Context: an optimization exercise on an open-source flow, tuned for small area, a short achievable clock period and few clock cycles. The choices shown serve that exercise and are no tape-out recipe. RTL that was checked went through simulation tests only; none was proved equivalent to the original. No activity file was given, so power comes from the tool's default toggle rates.

==> inputs of build 7 <==
## w21_col_mac_seq
module w21_col_mac_seq (
    input  logic                    clk,
    input  logic                    rst,
    input  logic                    start,
    output logic [ADDR_W-1:0]       adrs_clm,
    input  logic signed [D_W-1:0]   w_in,
    input  logic signed [D_W-1:0]   x_in,
    output logic                    busy,
    output logic                    done,
    output logic signed [D_W-1:0]   result
);
clock: 9.0 ns
lec_check: 0
abc_clock_period_in_ps: 3000
cap_margin: 20
core_margin: 2
core_utilization: 40
slew_margin: 20
synth_hierarchical: 1
standard.sh (not shown) runs the stock make flow with config.mk's settings and CLKGATE_MAP_FILE= SYNTH_SCRIPT=/design/flow/synth_recipe.tcl, a recipe that flattens the netlist after the stock synthesis.
==> flow/flow/run.sh <==
#!/bin/bash
set -euo pipefail
MARGIN=$(cat flow/margin.txt)
bash standard.sh "SETUP_SLACK_MARGIN=${MARGIN}" \
  "BUFFER_PORTS_ARGS=-buffer_cell sky130_fd_sc_hd__buf_1" finish > flow_make.log 2>&1
test -s out/final.def
==> flow/flow/margin.txt <==
6.0
==> build 46: changes against build 7 <==
==> flow/run.sh (new file) <==
#!/bin/bash
# synth_recipe.tcl (not shown) runs the flow's synth.tcl, then flattens the netlist and writes it again
# the make line also repeats each setting of config.mk as NAME=value (left out here)
make -C /OpenROAD-flow-scripts/flow DESIGN_CONFIG=/design/flow/config.mk WORK_HOME=/design/flow/orfs CLKGATE_MAP_FILE= SYNTH_SCRIPT=/design/flow/synth_recipe.tcl finish
SETUP_SLACK_MARGIN = 5   (was default)
removed: flow/flow/run.sh
removed: flow/flow/margin.txt
removed: flow/standard.sh
==> build 39: changes against build 7 <==
==> flow/flow/margin.txt (replaced) <==
5.5
==> comparison <==
In build 46 the via count is smaller than in build 7, by about 8%.
In sequential power, build 39 and build 7 hardly differ.
Clock power: build 7 is smaller than build 39 (6.0%).
First-iteration DRC count: build 46 is larger than build 39 (9.1%).
The highest combinational power belongs to build 7, the lowest to build 39.
No run of this note included a check of the RTL's function; only the layout flow was run.

========
==> job 1891 <==
Another version of the RTL of w21_col_mac_seq (not shown whole).
export LEC_CHECK = 0
export ABC_CLOCK_PERIOD_IN_PS = 3000
export CAP_MARGIN = 20
export CORE_MARGIN = 2
export CORE_UTILIZATION = 55
export SLEW_MARGIN = 20
export SYNTH_HIERARCHICAL = 1
create_clock -name core_clock -period 9.0 [get_ports {clk}]
==> flow/flow/run.sh <==
#!/bin/bash
set -euo pipefail
MARGIN=$(cat flow/margin.txt)
bash standard.sh "SETUP_SLACK_MARGIN=${MARGIN}" \
  "BUFFER_PORTS_ARGS=-buffer_cell sky130_fd_sc_hd__buf_1" finish > flow_make.log 2>&1
test -s out/final.def
==> flow/flow/margin.txt <==
5.4
==> inputs of job 4730, as changes to job 1891 <==
--- a/flow/design.v
+++ b/flow/design.v
@@ -1351,121 +1351,121 @@
     assign p116 = a[39] ^ b[39];
     assign t117 = a[39] | b[39];
     assign g118 = a[40] & b[40];
     assign p119 = a[40] ^ b[40];
     assign t120 = a[40] | b[40];
     assign g121 = a[41] & b[41];
     assign p122 = a[41] ^ b[41];
     assign t123 = a[41] | b[41];
-    assign G124 = g7 | (p8 & g4);
-    assign P125 = p8 & p5;
-    assign G126 = g4 | (p5 & g1);
+    assign G124 = g7 | (t9 & g4);
+    assign P125 = t9 & t6;
+    assign G126 = g4 | (t6 & g1);
     assign G127 = G124 | (P125 & g1);
-    assign G128 = g13 | (p14 & g10);
-    assign P129 = p14 & p11;
-    assign G130 = g19 | (p20 & g16);
-    assign P131 = p20 & p17;
-    assign G132 = g16 | (p17 & G128);
-    assign P133 = p17 & P129;
+    assign G128 = g13 | (t15 & g10);
+    assign P129 = t15 & t12;
+    assign G130 = g19 | (t21 & g16);
+    assign P131 = t21 & t18;
+    assign G132 = g16 | (t18 & G128);
+    assign P133 = t18 & P129;
     assign G134 = G130 | (P131 & G128);
     assign P135 = P131 & P129;
-    assign G136 = g10 | (p11 & G127);
+    assign G136 = g10 | (t12 & G127);
     assign G137 = G128 | (P129 & G127);
     assign G138 = G132 | (P133 & G127);
     assign G139 = G134 | (P135 & G127);
-    assign G140 = g25 | (p26 & g22);
-    assign P141 = p26 & p23;
-    assign G142 = g31 | (p32 & g28);
-    assign P143 = p32 & p29;
-    assign G144 = g28 | (p29 & G140);
-    assign P145 = p29 & P141;
+    assign G140 = g25 | (t27 & g22);
+    assign P141 = t27 & t24;
+    assign G142 = g31 | (t33 & g28);
+    assign P143 = t33 & t30;
+    assign G144 = g28 | (t30 & G140);
+    assign P145 = t30 & P141;
     assign G146 = G142 | (P143 & G140);
     assign P147 = P143 & P141;
-    assign G148 = g37 | (p38 & g34);
-    assign P149 = p38 & p35;
-    assign G150 = g43 | (p44 & g40);
-    assign P151 = p44 & p41;
-    assign G152 = g40 | (p41 & G148);
-    assign P153 = p41 & P149;
+    assign G148 = g37 | (t39 & g34);
+    assign P149 = t39 & t36;
+    assign G150 = g43 | (t45 & g40);
+    assign P151 = t45 & t42;
+    assign G152 = g40 | (t42 & G148);
+    assign P153 = t42 & P149;
     assign G154 = G150 | (P151 & G148);
     assign P155 = P151 & P149;
-    assign G156 = g34 | (p35 & G146);
-    assign P157 = p35 & P147;
+    assign G156 = g34 | (t36 & G146);
+    assign P157 = t36 & P147;
     assign G158 = G148 | (P149 & G146);
     assign P159 = P149 & P147;
     assign G160 = G152 | (P153 & G146);
     assign P161 = P153 & P147;
     assign G162 = G154 | (P155 & G146);
     assign P163 = P155 & P147;
-    assign G164 = g22 | (p23 & G139);
+    assign G164 = g22 | (t24 & G139);
     assign G165 = G140 | (P141 & G139);
     assign G166 = G144 | (P145 & G139);
     assign G167 = G146 | (P147 & G139);
     assign G168 = G156 | (P157 & G139);
     assign G169 = G158 | (P159 & G139);
     assign G170 = G160 | (P161 & G139);
     assign G171 = G162 | (P163 & G139);
-    assign G172 = g49 | (p50 & g46);
-    assign P173 = p50 & p47;
-    assign G174 = g55 | (p56 & g52);
-    assign P175 = p56 & p53;
-    assign G176 = g52 | (p53 & G172);
-    assign P177 = p53 & P173;
+    assign G172 = g49 | (t51 & g46);
+    assign P173 = t51 & t48;
+    assign G174 = g55 | (t57 & g52);
+    assign P175 = t57 & t54;
+    assign G176 = g52 | (t54 & G172);
+    assign P177 = t54 & P173;
     assign G178 = G174 | (P175 & G172);
     assign P179 = P175 & P173;
-    assign G180 = g61 | (p62 & g58);
-    assign P181 = p62 & p59;
-    assign G182 = g67 | (p68 & g64);
-    assign P183 = p68 & p65;
-    assign G184 = g64 | (p65 & G180);
-    assign P185 = p65 & P181;
+    assign G180 = g61 | (t63 & g58);
+    assign P181 = t63 & t60;
+    assign G182 = g67 | (t69 & g64);
+    assign P183 = t69 & t66;
+    assign G184 = g64 | (t66 & G180);
+    assign P185 = t66 & P181;
     assign G186 = G182 | (P183 & G180);
     assign P187 = P183 & P181;
-    assign G188 = g58 | (p59 & G178);
-    assign P189 = p59 & P179;
+    assign G188 = g58 | (t60 & G178);
+    assign P189 = t60 & P179;
     assign G190 = G180 | (P181 & G178);
     assign P191 = P181 & P179;
     assign G192 = G184 | (P185 & G178);
     assign P193 = P185 & P179;
     assign G194 = G186 | (P187 & G178);
     assign P195 = P187 & P179;
-    assign G196 = g73 | (p74 & g70);
-    assign P197 = p74 & p71;
-    assign G198 = g79 | (p80 & g76);
-    assign P199 = p80 & p77;
-    assign G200 = g76 | (p77 & G196);
-    assign P201 = p77 & P197;
+    assign G196 = g73 | (t75 & g70);
+    assign P197 = t75 & t72;
+    assign G198 = g79 | (t81 & g76);
+    assign P199 = t81 & t78;
+    assign G200 = g76 | (t78 & G196);
+    assign P201 = t78 & P197;
     assign G202 = G198 | (P199 & G196);
     assign P203 = P199 & P197;
-    assign G204 = g85 | (p86 & g82);
-    assign P205 = p86 & p83;
-    assign G206 = g88 | (p89 & G204);
-    assign P207 = p89 & P205;
-    assign G208 = g82 | (p83 & G202);
-    assign P209 = p83 & P203;
+    assign G204 = g85 | (t87 & g82);
+    assign P205 = t87 & t84;
+    assign G206 = g88 | (t90 & G204);
+    assign P207 = t90 & P205;
+    assign G208 = g82 | (t84 & G202);
+    assign P209 = t84 & P203;
     assign G210 = G204 | (P205 & G202);
     assign P211 = P205 & P203;
     assign G212 = G206 | (P207 & G202);
     assign P213 = P207 & P203;
-    assign G214 = g70 | (p71 & G194);
-    assign P215 = p71 & P195;
+    assign G214 = g70 | (t72 & G194);
+    assign P215 = t72 & P195;
     assign G216 = G196 | (P197 & G194);
     assign P217 = P197 & P195;
     assign G218 = G200 | (P201 & G194);
     assign P219 = P201 & P195;
     assign G220 = G202 | (P203 & G194);
     assign P221 = P203 & P195;
     assign G222 = G208 | (P209 & G194);
     assign P223 = P209 & P195;
     assign G224 = G210 | (P211 & G194);
     assign P225 = P211 & P195;
     assign G226 = G212 | (P213 & G194);
     assign P227 = P213 & P195;
-    assign G228 = g46 | (p47 & G171);
+    assign G228 = g46 | (t48 & G171);
     assign G229 = G172 | (P173 & G171);
     assign G230 = G176 | (P177 & G171);
     assign G231 = G178 | (P179 & G171);
     assign G232 = G188 | (P189 & G171);
     assign G233 = G190 | (P191 & G171);
     assign G234 = G192 | (P193 & G171);
     assign G235 = G194 | (P195 & G171);
     assign G236 = G214 | (P215 & G171);
@@ -1491,32 +1491,32 @@
     assign s256 = p68 ^ G234;
     assign s257 = p71 ^ G235;
     assign s258 = p74 ^ G236;
     assign s259 = p77 ^ G237;
     assign s260 = p80 ^ G238;
     assign s261 = p83 ^ G239;
     assign s262 = p86 ^ G240;
     assign s263 = ~(p89 ^ G241);
-    assign G264 = g94 | (p95 & g91);
-    assign P265 = p95 & p92;
-    assign G266 = g100 | (p101 & g97);
-    assign P267 = p101 & p98;
-    assign G268 = g106 | (p107 & g103);
-    assign P269 = p107 & p104;
-    assign G270 = g112 | (p113 & g109);
-    assign P271 = p113 & p110;
-    assign G272 = g118 | (p119 & g115);
-    assign P273 = p119 & p116;
+    assign G264 = g94 | (t96 & g91);
+    assign P265 = t96 & t93;
+    assign G266 = g100 | (t102 & g97);
+    assign P267 = t102 & t99;
+    assign G268 = g106 | (t108 & g103);
+    assign P269 = t108 & t105;
+    assign G270 = g112 | (t114 & g109);
+    assign P271 = t114 & t111;
+    assign G272 = g118 | (t120 & g115);
+    assign P273 = t120 & t117;
     assign G274 = G266 | (P267 & G264);
     assign P275 = P267 & P265;
     assign G276 = G270 | (P271 & G268);
     assign P277 = P271 & P269;
-    assign G278 = g121 | (p122 & G272);
-    assign P279 = p122 & P273;
+    assign G278 = g121 | (t123 & G272);
+    assign P279 = t123 & P273;
     assign G280 = G276 | (P277 & G274);
     assign P281 = P277 & P275;
     assign G282 = G278 | (P279 & G280);
     assign P283 = P279 & P281;
     assign cg284 = G282 | (P283 & G242);
     assign sign285 = a[49] ^ (cg284 & a[42] & a[43] & a[44] & a[45] & a[46] & a[47] & a[48]);
     assign zero286 = ~(p92 ^ G242) & ~(p95 ^ t93) & ~(p98 ^ t96) & ~(p101 ^ t99) & ~(p104 ^ t102) & ~(p107 ^ t105) & ~(p110 ^ t108) & ~(p113 ^ t111) & ~(p116 ^ t114) & ~(p119 ^ t117) & ~(p122 ^ t120) & ~(a[42] ^ t123) & ~(a[43] ^ a[42]) & ~(a[44] ^ a[43]) & ~(a[45] ^ a[44]) & ~(a[46] ^ a[45]) & ~(a[47] ^ a[46]) & ~(a[48] ^ a[47]) & ~(a[49] ^ a[48]);
     assign res = zero286 ? {s263, s262, s261, s260, s259, s258, s257, s256, s255, s254, s253, s252, s251, s250, s249, s248, s247, s246, s245, s244, s243} :
==> flow/run.sh (new file) <==
#!/bin/bash
# synth_recipe.tcl (not shown) runs the flow's synth.tcl, then flattens the netlist and writes it again
# the make line also repeats each setting of config.mk as NAME=value (left out here)
make -C /OpenROAD-flow-scripts/flow DESIGN_CONFIG=/design/flow/config.mk WORK_HOME=/design/flow/orfs CLKGATE_MAP_FILE= SYNTH_SCRIPT=/design/flow/synth_recipe.tcl finish
CORE_UTILIZATION = 40   (was 55)
SETUP_SLACK_MARGIN = 5   (was not set)
removed: flow/flow/run.sh
removed: flow/flow/margin.txt
removed: flow/standard.sh
==> results.json <==
{
  "outcome": "finished clean",
  "worst-r2r-setup-slack_ns": 5.48,
  "drt_iter0_drc": 883,
  "vias_per_cell": 6.00,
  "p_int_mw": 4.02,
  "wl_met1_mm": 18.7,
  "clock_buffer_count": 17,
  "dieWidth_microns": 177,
  "worst_r2r_endpoint": "u_mac.acc_b[25]$_DFF_P_"
}
(the above is from job 1891)
==> results.json <==
{
  "final_common_cell": "fa_1",
  "worst_r2r_endpoint": "u_mac.acc_b[16]$_DFF_P_",
  "outcome": "finished clean",
  "wl_met1_mm": 19.6,
  "p_int_mw": 4.06,
  "cts_buffers": 17,
  "clock_buffer_count": 18,
  "worst-r2r-setup-slack_ns": 5.16,
  "firstDrtPassIters": 6,
  "drt_iter0_drc": 905,
  "route.detailed.drc": 0
}
(the above is from job 4730)
Testbench counts of job 1891, summed over its fixed seeds: cycles 14,504.
No functional check of the RTL was part of job 4730.

static timing again, ports no longer ideal:
Ports are ideal in the flow. The routed layouts listed here were re-timed in OpenROAD.
Step 1 assumes that a clkbuf_16 drives the clock port and a buf_2 every other input.
Step 2 times the ports against the registers' clock, not the clock port: input delays grow and output delays shrink by t, the midpoint of the rising clock arrivals with the driver on.
Three values: ideal, step 1, step 2; two values: the first two.
run | shift t [ns] | setup WS [ns] | pins driven straight from the clock port
build 7 | 0.526 | 5.086 / 5.086 / 5.086 | 1
build 46 | 0.516 | 5.127 / 5.127 / 5.127 | 1
build 39 | 0.506 | 5.164 / 5.164 / 5.164 | 1
job 1891 | 0.506 | 5.482 / 5.482 / 5.482 | 1
job 4730 | 0.519 | 5.164 / 5.164 / 5.164 | 1
After both steps setup and hold are still met in every run listed.
